From an optimization exercise on the open Yosys and OpenROAD flow, aimed at small area; shortcuts taken in it are not production practice. In this exercise RTL edits were held to simulation tests only and were not proved equivalent to the original. Power and IR drop assume default switching activity.

## build 82
==> flow/design.v (excerpt) <==
module processor (
    input  wire logic             clock_i,
    input  wire logic             reset_i,
    output logic [XLEN-1:0]       imem_addr_o,
    input  wire logic [XLEN-1:0]  imem_data_i,
    output logic [XLEN-1:0]       dmem_addr_o,
    output logic [XLEN-1:0]       dmem_wdata_o,
    output logic                  dmem_wren_o,
    input  wire logic [XLEN-1:0]  dmem_rdata_i,
    output logic                  rf_write_en_o,
    output logic [REG_W-1:0]      rf_write_reg_o,
    output logic [XLEN-1:0]       rf_write_data_o,
    output logic [REG_W-1:0]      rf_read_reg_a_o,
    output logic [REG_W-1:0]      rf_read_reg_b_o,
    input  wire logic [XLEN-1:0]  rf_read_data_a_i,
    input  wire logic [XLEN-1:0]  rf_read_data_b_i
);
clock: 7.0 ns
lec_check: 0
abc_area: 1
cap_margin: 20
core_margin: 2
core_utilization: 40
cts_buf_list: sky130_fd_sc_hd__clkbuf_8
slew_margin: 20
standard.sh (not shown) runs the stock make flow with config.mk's settings and CLKGATE_MAP_FILE= SYNTH_SCRIPT=/design/flow/synth_recipe.tcl, a recipe that flattens the netlist after the stock synthesis.
==> flow/flow/run.sh <==
#!/bin/bash
# Own layout flow: the standard flow (standard.sh), with two changes to
# how the layout is made:
#  - ABC maps the logic for area alone (abc_area.script beside this file),
#    leaving timing to OpenROAD's repair after placement;
#  - the port buffers placed on every input and output are buf_1 cells.
# Every tool's output goes to the log files ORFS writes under orfs/logs, and
# standard.sh's own output to standard.log in the work folder.
set -euo pipefail
W=$(pwd)
rm -rf "$W/scripts"
cp -r "$FLOW_HOME/scripts" "$W/scripts"
cp "$W/flow/abc_area.script" "$W/scripts/abc_area.script"
export SCRIPTS_DIR="$W/scripts"
export BUFFER_PORTS_ARGS="-buffer_cell sky130_fd_sc_hd__buf_1"
export ADDER_MAP_FILE=
bash standard.sh > "$W/standard.log" 2>&1
==> flow/flow/abc_area.script <==
strash
dc2
dc2
dch -f
amap
topo
stime -c
Build 82: full flow OK, the timing, design-rule and antenna checks passed
Setup changes, build 82 to build 56
Settings: putting ABC_CLOCK_PERIOD_IN_PS at 5000 where nothing was set.
==> flow/flow/abc_area.script <==
strash
dc2
dc2
dch -f
amap
topo
stime -c
upsize -c
dnsize -c
stime -c
- On global-route wire length before repair, build 56 and build 82 are basically level.
- When the final numbers for build 56 and build 82 were put side by side, the via count turned out to be smaller in build 56.
- Maximum vdd ir drop (build 56 over build 82): increase, 0.000014 V
- In the metrics for build 56 and build 82, the one carrying the lower synthesized-area fraction occupied by ao, oa, aoi and oai cells is build 82.
- Per the comparison of build 56 with build 82, reg-to-reg setup timing slack rose by 0.49 ns, routing usage on met3 rose by 0.83 points, final cell count without fillers fell by 1.2%, sequential cell area share rose by 0.18 points, fill cell instance count of the final layout rose by 4.4%.
- Build 56: final area lower than build 82
What build 61 does differently from build 56 at the input level:
Settings: a change of CORE_UTILIZATION from 40 to 50.
==> flow/flow/run.sh <==
#!/bin/bash
# Own layout flow: the standard flow (standard.sh) on the same design,
# clock, constraints and registers, with these changes to how the layout is
# made:
#  - ABC maps the logic for area (abc_area.script beside this file: two
#    rounds of restructuring and area mapping, then ABC's own gate sizing),
#    instead of ORFS's delay-oriented script; OpenROAD's repair then fixes
#    timing after placement as usual;
#  - no adder cells are extracted before ABC (ADDER_MAP_FILE empty), so the
#    adder logic is mapped with the rest;
#  - the buffer placed on every input and output port is a buf_1 cell.
# Synthesis is otherwise ORFS's own (synth_recipe.tcl through standard.sh),
# so the registers keep the standard synthesis's names and cell types.
# Every tool's output goes to the log files ORFS writes under orfs/logs, and
# standard.sh's own output to standard.log in the work folder.
set -euo pipefail
W=$(pwd)
rm -rf "$W/scripts"
cp -r "$FLOW_HOME/scripts" "$W/scripts"
cp "$W/flow/abc_area.script" "$W/scripts/abc_area.script"
export SCRIPTS_DIR="$W/scripts"
export BUFFER_PORTS_ARGS="-buffer_cell sky130_fd_sc_hd__buf_1"
export ADDER_MAP_FILE=
bash standard.sh > "$W/standard.log" 2>&1
==> flow/flow/abc_area.script <==
strash
dc2
dc2
dch -f
amap
strash
dc2
dch -f
amap
topo
stime -c
upsize -c
dnsize -c
stime -c
Measured against each other, build 61 and build 56 differ in horizontal die dimension, the higher figure coming from build 56. Vias: build 61 more than build 56. The met3 track demand over resource reported for build 61 is greater than that of build 56 by 0.84 points. On number of gates on the worst path with buffers counted: between build 61 and build 56, it ends up higher for build 61. Number of placed instances with taps included is lower on build 61. Compare build 61 and build 56 | global-route wire length before repair lower: build 61. Higher number of iterations in the first detailed-routing pass was reported by build 61, not build 56. Portion of total power attributed to sequential cells: build 61 vs build 56 up 0.8 points.
[inputs] build 48 vs build 61
Settings: a change of CORE_UTILIZATION from 50 to 40; a deleted ABC_CLOCK_PERIOD_IN_PS that had been 5000; an added GPL_TIMING_DRIVEN of 0; a change of CTS_BUF_LIST from sky130_fd_sc_hd__clkbuf_8 to sky130_fd_sc_hd__clkbuf_4 sky130_fd_sc_hd__clkbuf_8.
==> flow/flow/run.sh <==
#!/bin/bash
# Own layout flow: the standard flow (standard.sh), with two changes to
# how the layout is made:
#  - ABC maps the logic for area alone (abc_area.script beside this file),
#    leaving timing to OpenROAD's repair after placement;
#  - the port buffers placed on every input and output are buf_1 cells.
# Every tool's output goes to the log files ORFS writes under orfs/logs, and
# standard.sh's own output to standard.log in the work folder.
set -euo pipefail
W=$(pwd)
rm -rf "$W/scripts"
cp -r "$FLOW_HOME/scripts" "$W/scripts"
cp "$W/flow/abc_area.script" "$W/scripts/abc_area.script"
export SCRIPTS_DIR="$W/scripts"
export BUFFER_PORTS_ARGS="-buffer_cell sky130_fd_sc_hd__buf_1"
export ADDER_MAP_FILE=
bash standard.sh > "$W/standard.log" 2>&1
==> flow/flow/abc_area.script <==
strash
dc2
dc2
dch -f
amap
topo
stime -c
==> run summary <==
- Compared to build 61, build 48 has areal power density over the cells 4.7% lower.
- Higher worst slew margin relative to its limit among build 48 and build 61: build 61
- In build 48 the final critical delay including setup and external delays turned out 0.10 ns higher than in build 61.
- Proportion of power drawn by the clock network came out lower on build 48 than on build 61.
- Routed metal-1 wirelength: build 48 vs build 61 up 10%
- Sort build 48 and build 61 by highest ir drop seen on vdd, ascending, and build 48 comes first.
- Row count: build 48 > build 61
- The lower detailed-routed wire length on met3 of build 48 and build 61 is in build 61.

---

processor again, from the RTL that the note above started with.
clock: 7.0 ns
lec_check: 0
abc_area: 1
cap_margin: 20
core_margin: 2
core_utilization: 40
cts_buf_list: sky130_fd_sc_hd__clkbuf_8
place_density: 0.75
slew_margin: 20
==> flow/flow/run.sh <==
#!/bin/bash
# Own layout flow: the standard flow (standard.sh), with two changes to
# how the layout is made:
#  - ABC maps the logic for area alone (abc_area.script beside this file),
#    leaving timing to OpenROAD's repair after placement;
#  - the port buffers placed on every input and output are buf_1 cells.
# Every tool's output goes to the log files ORFS writes under orfs/logs, and
# standard.sh's own output to standard.log in the work folder.
set -euo pipefail
W=$(pwd)
rm -rf "$W/scripts"
cp -r "$FLOW_HOME/scripts" "$W/scripts"
cp "$W/flow/abc_area.script" "$W/scripts/abc_area.script"
export SCRIPTS_DIR="$W/scripts"
export BUFFER_PORTS_ARGS="-buffer_cell sky130_fd_sc_hd__buf_1"
export ADDER_MAP_FILE=
bash standard.sh > "$W/standard.log" 2>&1
==> flow/flow/abc_area.script <==
strash
dc2
dc2
dch -f
amap
topo
stime -c
Change:
--- a/flow/flow/run.sh
+++ b/flow/flow/run.sh
@@ -2,5 +2,12 @@
-# Own layout flow: the standard flow (standard.sh), with two changes to
-# how the layout is made:
-#  - ABC maps the logic for area alone (abc_area.script beside this file),
-#    leaving timing to OpenROAD's repair after placement;
-#  - the port buffers placed on every input and output are buf_1 cells.
+# Own layout flow: the standard flow (standard.sh) on the same design,
+# clock, constraints and registers, with these changes to how the layout is
+# made:
+#  - ABC maps the logic for area (abc_area.script beside this file: two
+#    rounds of restructuring and area mapping, then ABC's own gate sizing),
+#    instead of ORFS's delay-oriented script; OpenROAD's repair then fixes
+#    timing after placement as usual;
+#  - no adder cells are extracted before ABC (ADDER_MAP_FILE empty), so the
+#    adder logic is mapped with the rest;
+#  - the buffer placed on every input and output port is a buf_1 cell.
+# Synthesis is otherwise ORFS's own (synth_recipe.tcl through standard.sh),
+# so the registers keep the standard synthesis's names and cell types.
==> flow/flow/abc_area.script (replaced) <==
strash
dc2
dc2
dch -f
amap
strash
dc2
dch -f
amap
topo
stime -c
upsize -c
dnsize -c
stime -c
--- a/flow/config.mk
+++ b/flow/config.mk
@@ -8,0 +9 @@
+export ABC_CLOCK_PERIOD_IN_PS = 4500
@@ -11 +12 @@
-export CORE_UTILIZATION = 40
+export CORE_UTILIZATION = 50
@@ -13 +13,0 @@
-export PLACE_DENSITY = 0.75
Total power fell by 6.5%. Clock skew barely changes. Critical path depth went up by 1. Setup slack loses 59 ps. Count of clock-buffer cells in the layout grows by 1. Cell area came out lower by about 3.6%. Die area shrinks by about 17%. Final cell count came out lower by 3.9%. Non-clock buffer count fell by 23. Via count hardly moves. Sequential share of layout area rises by 1.0 points.
Change:
==> flow/flow/run.sh (replaced) <==
#!/bin/bash
# Own layout flow: the standard flow (standard.sh), with two changes to
# how the layout is made:
#  - ABC maps the logic for area alone (abc_area.script beside this file),
#    leaving timing to OpenROAD's repair after placement;
#  - the port buffers placed on every input and output are buf_1 cells.
# Every tool's output goes to the log files ORFS writes under orfs/logs, and
# standard.sh's own output to standard.log in the work folder.
set -euo pipefail
W=$(pwd)
rm -rf "$W/scripts"
cp -r "$FLOW_HOME/scripts" "$W/scripts"
cp "$W/flow/abc_area.script" "$W/scripts/abc_area.script"
export SCRIPTS_DIR="$W/scripts"
export BUFFER_PORTS_ARGS="-buffer_cell sky130_fd_sc_hd__buf_1"
export ADDER_MAP_FILE=
export CTS_ARGS="-sink_clustering_enable -repair_clock_nets -buf_list sky130_fd_sc_hd__clkbuf_4 -root_buf sky130_fd_sc_hd__clkbuf_16"
bash standard.sh > "$W/standard.log" 2>&1
==> flow/flow/abc_area.script (replaced) <==
strash
dc2
dc2
dch -f
amap
topo
stime -c
--- a/flow/config.mk
+++ b/flow/config.mk
@@ -9 +8,0 @@
-export ABC_CLOCK_PERIOD_IN_PS = 4500
@@ -12,2 +11 @@
-export CORE_UTILIZATION = 50
-export CTS_BUF_LIST = sky130_fd_sc_hd__clkbuf_8
+export CORE_UTILIZATION = 40
Effect:
- cell area increases by a few percent
- synthesized area decreases by a few percent
- cell count rises by a few percent
- wire length rises by a little under a tenth
- worst setup slack gains 140 ps
- synthesized cell count drops by a few percent
- clock power is higher by a quarter to a third
- utilization decreases by 8.5 points
- non-clock buffer count goes up by 26
- via count rises slightly

---

Starting RTL as in the previous note.
clock: 7.0 ns
lec_check: 0
abc_area: 1
abc_clock_period_in_ps: 5000
cap_margin: 20
core_margin: 2
core_utilization: 40
cts_buf_list: sky130_fd_sc_hd__clkbuf_8
slew_margin: 20
==> flow/flow/run.sh <==
#!/bin/bash
# Own layout flow: the standard flow (standard.sh), with two changes to
# how the layout is made:
#  - ABC maps the logic for area alone (abc_area.script beside this file),
#    leaving timing to OpenROAD's repair after placement;
#  - the port buffers placed on every input and output are buf_1 cells.
# Every tool's output goes to the log files ORFS writes under orfs/logs, and
# standard.sh's own output to standard.log in the work folder.
set -euo pipefail
W=$(pwd)
rm -rf "$W/scripts"
cp -r "$FLOW_HOME/scripts" "$W/scripts"
cp "$W/flow/abc_area.script" "$W/scripts/abc_area.script"
export SCRIPTS_DIR="$W/scripts"
export BUFFER_PORTS_ARGS="-buffer_cell sky130_fd_sc_hd__buf_1"
export ADDER_MAP_FILE=
export CTS_ARGS="-sink_clustering_enable -repair_clock_nets -buf_list sky130_fd_sc_hd__clkbuf_4 -root_buf sky130_fd_sc_hd__clkbuf_8 -tree_buf sky130_fd_sc_hd__clkbuf_4"
bash standard.sh > "$W/standard.log" 2>&1
==> flow/flow/abc_area.script <==
strash
dc2
dc2
dch -f
amap
topo
stime -c
upsize -c
dnsize -c
stime -c
The baseline completed without violations.
Next try:
--- a/flow/flow/run.sh
+++ b/flow/flow/run.sh
@@ -15,4 +15,3 @@
 export BUFFER_PORTS_ARGS="-buffer_cell sky130_fd_sc_hd__buf_1"
 export ADDER_MAP_FILE=
-export CTS_ARGS="-sink_clustering_enable -repair_clock_nets -buf_list sky130_fd_sc_hd__clkbuf_4 -root_buf sky130_fd_sc_hd__clkbuf_8 -tree_buf sky130_fd_sc_hd__clkbuf_4"
 bash standard.sh > "$W/standard.log" 2>&1
==> flow/flow/abc_area.script (replaced) <==
strash
dc2
dc2
dch -f
amap
topo
stime -c
buffer -c
upsize -c
dnsize -c
stime -c
- ABC_CLOCK_PERIOD_IN_PS: 5000 -> 6000
The changed run ran to the end with no violations; register-to-register slack improves by 0.13 ns; critical path depth grows by 3; combinational power shrinks by about 0.8%; worst hold slack stays flat; wire length shrinks by about 2.4%; cell count is unchanged.
Next try:
==> flow/flow/abc_area.script (replaced) <==
strash
dc2
dc2
dch -f
amap
strash
dc2
dch -f
amap
topo
stime -c
upsize -c
dnsize -c
stime -c
- ABC_CLOCK_PERIOD_IN_PS: 6000 -> 5000
- CORE_UTILIZATION: 40 -> 58
The new run finished with timing, DRC and antenna clean.
Fmax falls by 3.1%.
Routed wire length is lower by 1.9%.
Flip-flop and latch count is unchanged.
Count of clock-buffer cells in the layout grows by 1.
Next try:
--- a/flow/flow/run.sh
+++ b/flow/flow/run.sh
@@ -15,3 +15,4 @@
 export BUFFER_PORTS_ARGS="-buffer_cell sky130_fd_sc_hd__buf_1"
 export ADDER_MAP_FILE=
+export CTS_ARGS="-sink_clustering_enable -repair_clock_nets -buf_list sky130_fd_sc_hd__clkbuf_8 -sink_clustering_size 80 -sink_clustering_max_diameter 500"
 bash standard.sh > "$W/standard.log" 2>&1
==> flow/flow/abc_area.script (replaced) <==
strash
dc2
dc2
dch -f
amap
topo
stime -c
upsize -c
dnsize -c
stime -c
- CORE_UTILIZATION: 58 -> 40
=>
- The changed run produced a clean layout
- final area goes up by 1.7%
- utilization went down by 23 points
- synthesized cell count went down by 2.7%
- first-iteration DRC count came out lower by 22%
- sequential power increases by about 1%
- via count shrinks by 5.1%
- die area rises by 44%
- area after synthesis grows by 0.76%
- non-clock buffer count stays the same
- sequential share of layout area falls by 0.48 points

---

Setup of run 1:
Starting RTL as in the previous note.
clock: 7.0 ns
lec_check: 0
abc_area: 1
abc_clock_period_in_ps: 5000
cap_margin: 20
core_margin: 2
core_utilization: 45
cts_buf_list: sky130_fd_sc_hd__clkbuf_8
slew_margin: 20
==> flow/flow/run.sh <==
#!/bin/bash
# Own layout flow: the standard flow (standard.sh) on the same design,
# clock, constraints and registers, with these changes to how the layout is
# made:
#  - ABC maps the logic for area (abc_area.script beside this file: two
#    rounds of restructuring and area mapping, then ABC's own gate sizing),
#    instead of ORFS's delay-oriented script; OpenROAD's repair then fixes
#    timing after placement as usual;
#  - no adder cells are extracted before ABC (ADDER_MAP_FILE empty), so the
#    adder logic is mapped with the rest;
#  - the buffer placed on every input and output port is a buf_1 cell.
# Synthesis is otherwise ORFS's own (synth_recipe.tcl through standard.sh),
# so the registers keep the standard synthesis's names and cell types.
# Every tool's output goes to the log files ORFS writes under orfs/logs, and
# standard.sh's own output to standard.log in the work folder.
set -euo pipefail
W=$(pwd)
rm -rf "$W/scripts"
cp -r "$FLOW_HOME/scripts" "$W/scripts"
cp "$W/flow/abc_area.script" "$W/scripts/abc_area.script"
export SCRIPTS_DIR="$W/scripts"
export BUFFER_PORTS_ARGS="-buffer_cell sky130_fd_sc_hd__buf_1"
export ADDER_MAP_FILE=
bash standard.sh > "$W/standard.log" 2>&1
==> flow/flow/abc_area.script <==
strash
dc2
dc2
dch -f
amap
strash
dc2
dch -f
amap
topo
stime -c
upsize -c
dnsize -c
stime -c
#### Input delta (run 2 over run 1)
Settings: CORE_UTILIZATION now 50, was 45.
==> flow/flow/run.sh <==
#!/bin/bash
# Own layout flow: the standard flow (standard.sh), with two changes to
# how the layout is made:
#  - ABC maps the logic for area alone (abc_area.script beside this file),
#    leaving timing to OpenROAD's repair after placement;
#  - the port buffers placed on every input and output are buf_1 cells.
# Every tool's output goes to the log files ORFS writes under orfs/logs, and
# standard.sh's own output to standard.log in the work folder.
set -euo pipefail
W=$(pwd)
rm -rf "$W/scripts"
cp -r "$FLOW_HOME/scripts" "$W/scripts"
cp "$W/flow/abc_area.script" "$W/scripts/abc_area.script"
export SCRIPTS_DIR="$W/scripts"
export BUFFER_PORTS_ARGS="-buffer_cell sky130_fd_sc_hd__buf_1"
export ADDER_MAP_FILE=
bash standard.sh > "$W/standard.log" 2>&1
## What came out
Status: worst setup skew after layout parity (run 2, run 1). Changes observed in run 2 relative to run 1: non-clock buffer count -2.4%; number of antenna violations at the first check in global routing held; final critical-path setup slack down 0.073 ns; total number of tap cells went down by 4.9%.
--- input diff run 2..run 3 ---
Settings: removing ABC_CLOCK_PERIOD_IN_PS (formerly 5000); removing CTS_BUF_LIST (formerly sky130_fd_sc_hd__clkbuf_8); changing CORE_UTILIZATION from 50 to 40.
==> flow/flow/abc_area.script <==
strash
dc2
dc2
dch -f
amap
topo
stime -c
--- outcome ---
Run 3 vs run 2 — fmax climbed by a few percent. Die: run 3 bigger than run 2. Summary of the comparison: mean cell area of the mapped netlist is lower in run 3, relative to run 2. Run 3 has global-route usage over all layers below what run 2 had. Against run 2, number of well taps in run 3 rose by more than a quarter. Run 3 ran to completion and came out clean on the timing, design-rule and antenna checks. NOTE: share of the cycle needed by the critical path after routing in run 3 falls short of that of run 2. On number of logic stages on the critical path including buffering: between run 2 and run 3, it ends up higher for run 2. Delta (run 3 minus run 2): floorplan die height +9.6%, worst setup slack +0.13 ns.
[inputs] run 4 vs run 3
Settings: CTS_BUF_LIST: unset -> sky130_fd_sc_hd__clkbuf_8.
==> flow/flow/abc_area.script <==
strash
&get -n
&deepsyn -T 20
&put
dch -f
amap
topo
stime -c
[summary]
- Power was higher in the run labelled run 4.
- Compared with run 3, run 4 shows non-clock inverter instance count of the final layout that has gone up by more than 10%.
- Taking run 3 as the reference point, the tap cell instance count of run 4 falls by about 2.3%.
- The core area number comes out higher for run 3 vs run 4.
- The met1 track demand over resource of run 4 is higher than that of run 3.

afterwards: timing with drivers on the ports:
How much do the figures lean on ideal ports? The routed layouts below were timed once more, with nothing changed but the port constraints. Step 1 assumes that a clkbuf_16 drives the clock port and a buf_2 every other input. Step 2 adds t to the input delays and takes it off the output delays; t is the mean of the earliest and latest rising clock arrival at the registers after step 1. Input paths then give back, and output paths get back, about the clock's delay inside the block. Slacks: ideal ports / drivers / drivers and shift; pairs: ideal ports / drivers.
| run | t (ns) | slack for setup (ns) | worst slew at a driven data input, ns |
|---|---|---|---|
| build 82 | 0.400 | 0.545 / 0.557 / 0.156 | 0.06 |
| build 56 | 0.391 | 0.671 / 0.683 / 0.292 | 0.06 |
| build 61 | 0.387 | 0.425 / 0.438 / 0.051 | 0.06 |
| build 48 | 0.379 | 0.320 / 0.323 / -0.056 | 0.07 |
| the first run of note 2 | 0.387 | 0.483 / 0.495 / 0.109 | 0.08 |
| the second run of note 2 | 0.387 | 0.425 / 0.438 / 0.051 | 0.06 |
| the third run of note 2 | 0.380 | 0.566 / 0.582 / 0.203 | 0.06 |
| the first run of note 3 | 0.391 | 0.671 / 0.683 / 0.292 | 0.06 |
| the second run of note 3 | 0.387 | 0.763 / 0.756 / 0.369 | 0.04 |
| the third run of note 3 | 0.378 | 0.562 / 0.574 / 0.196 | 0.06 |
| the fourth run of note 3 | 0.391 | 0.671 / 0.683 / 0.292 | 0.06 |
| run 1 | 0.391 | 0.497 / 0.508 / 0.117 | 0.05 |
| run 2 | 0.387 | 0.425 / 0.438 / 0.051 | 0.06 |
| run 3 | 0.379 | 0.555 / 0.572 / 0.194 | 0.06 |
| run 4 | 0.388 | 0.431 / 0.447 / 0.060 | 0.04 |
With both steps, setup timing fails in build 48, where it was met with ideal ports. For the second run of note 3, which loses most, drivers alone change the setup slack by -0.007 ns; drivers and shift together by -0.394 ns.
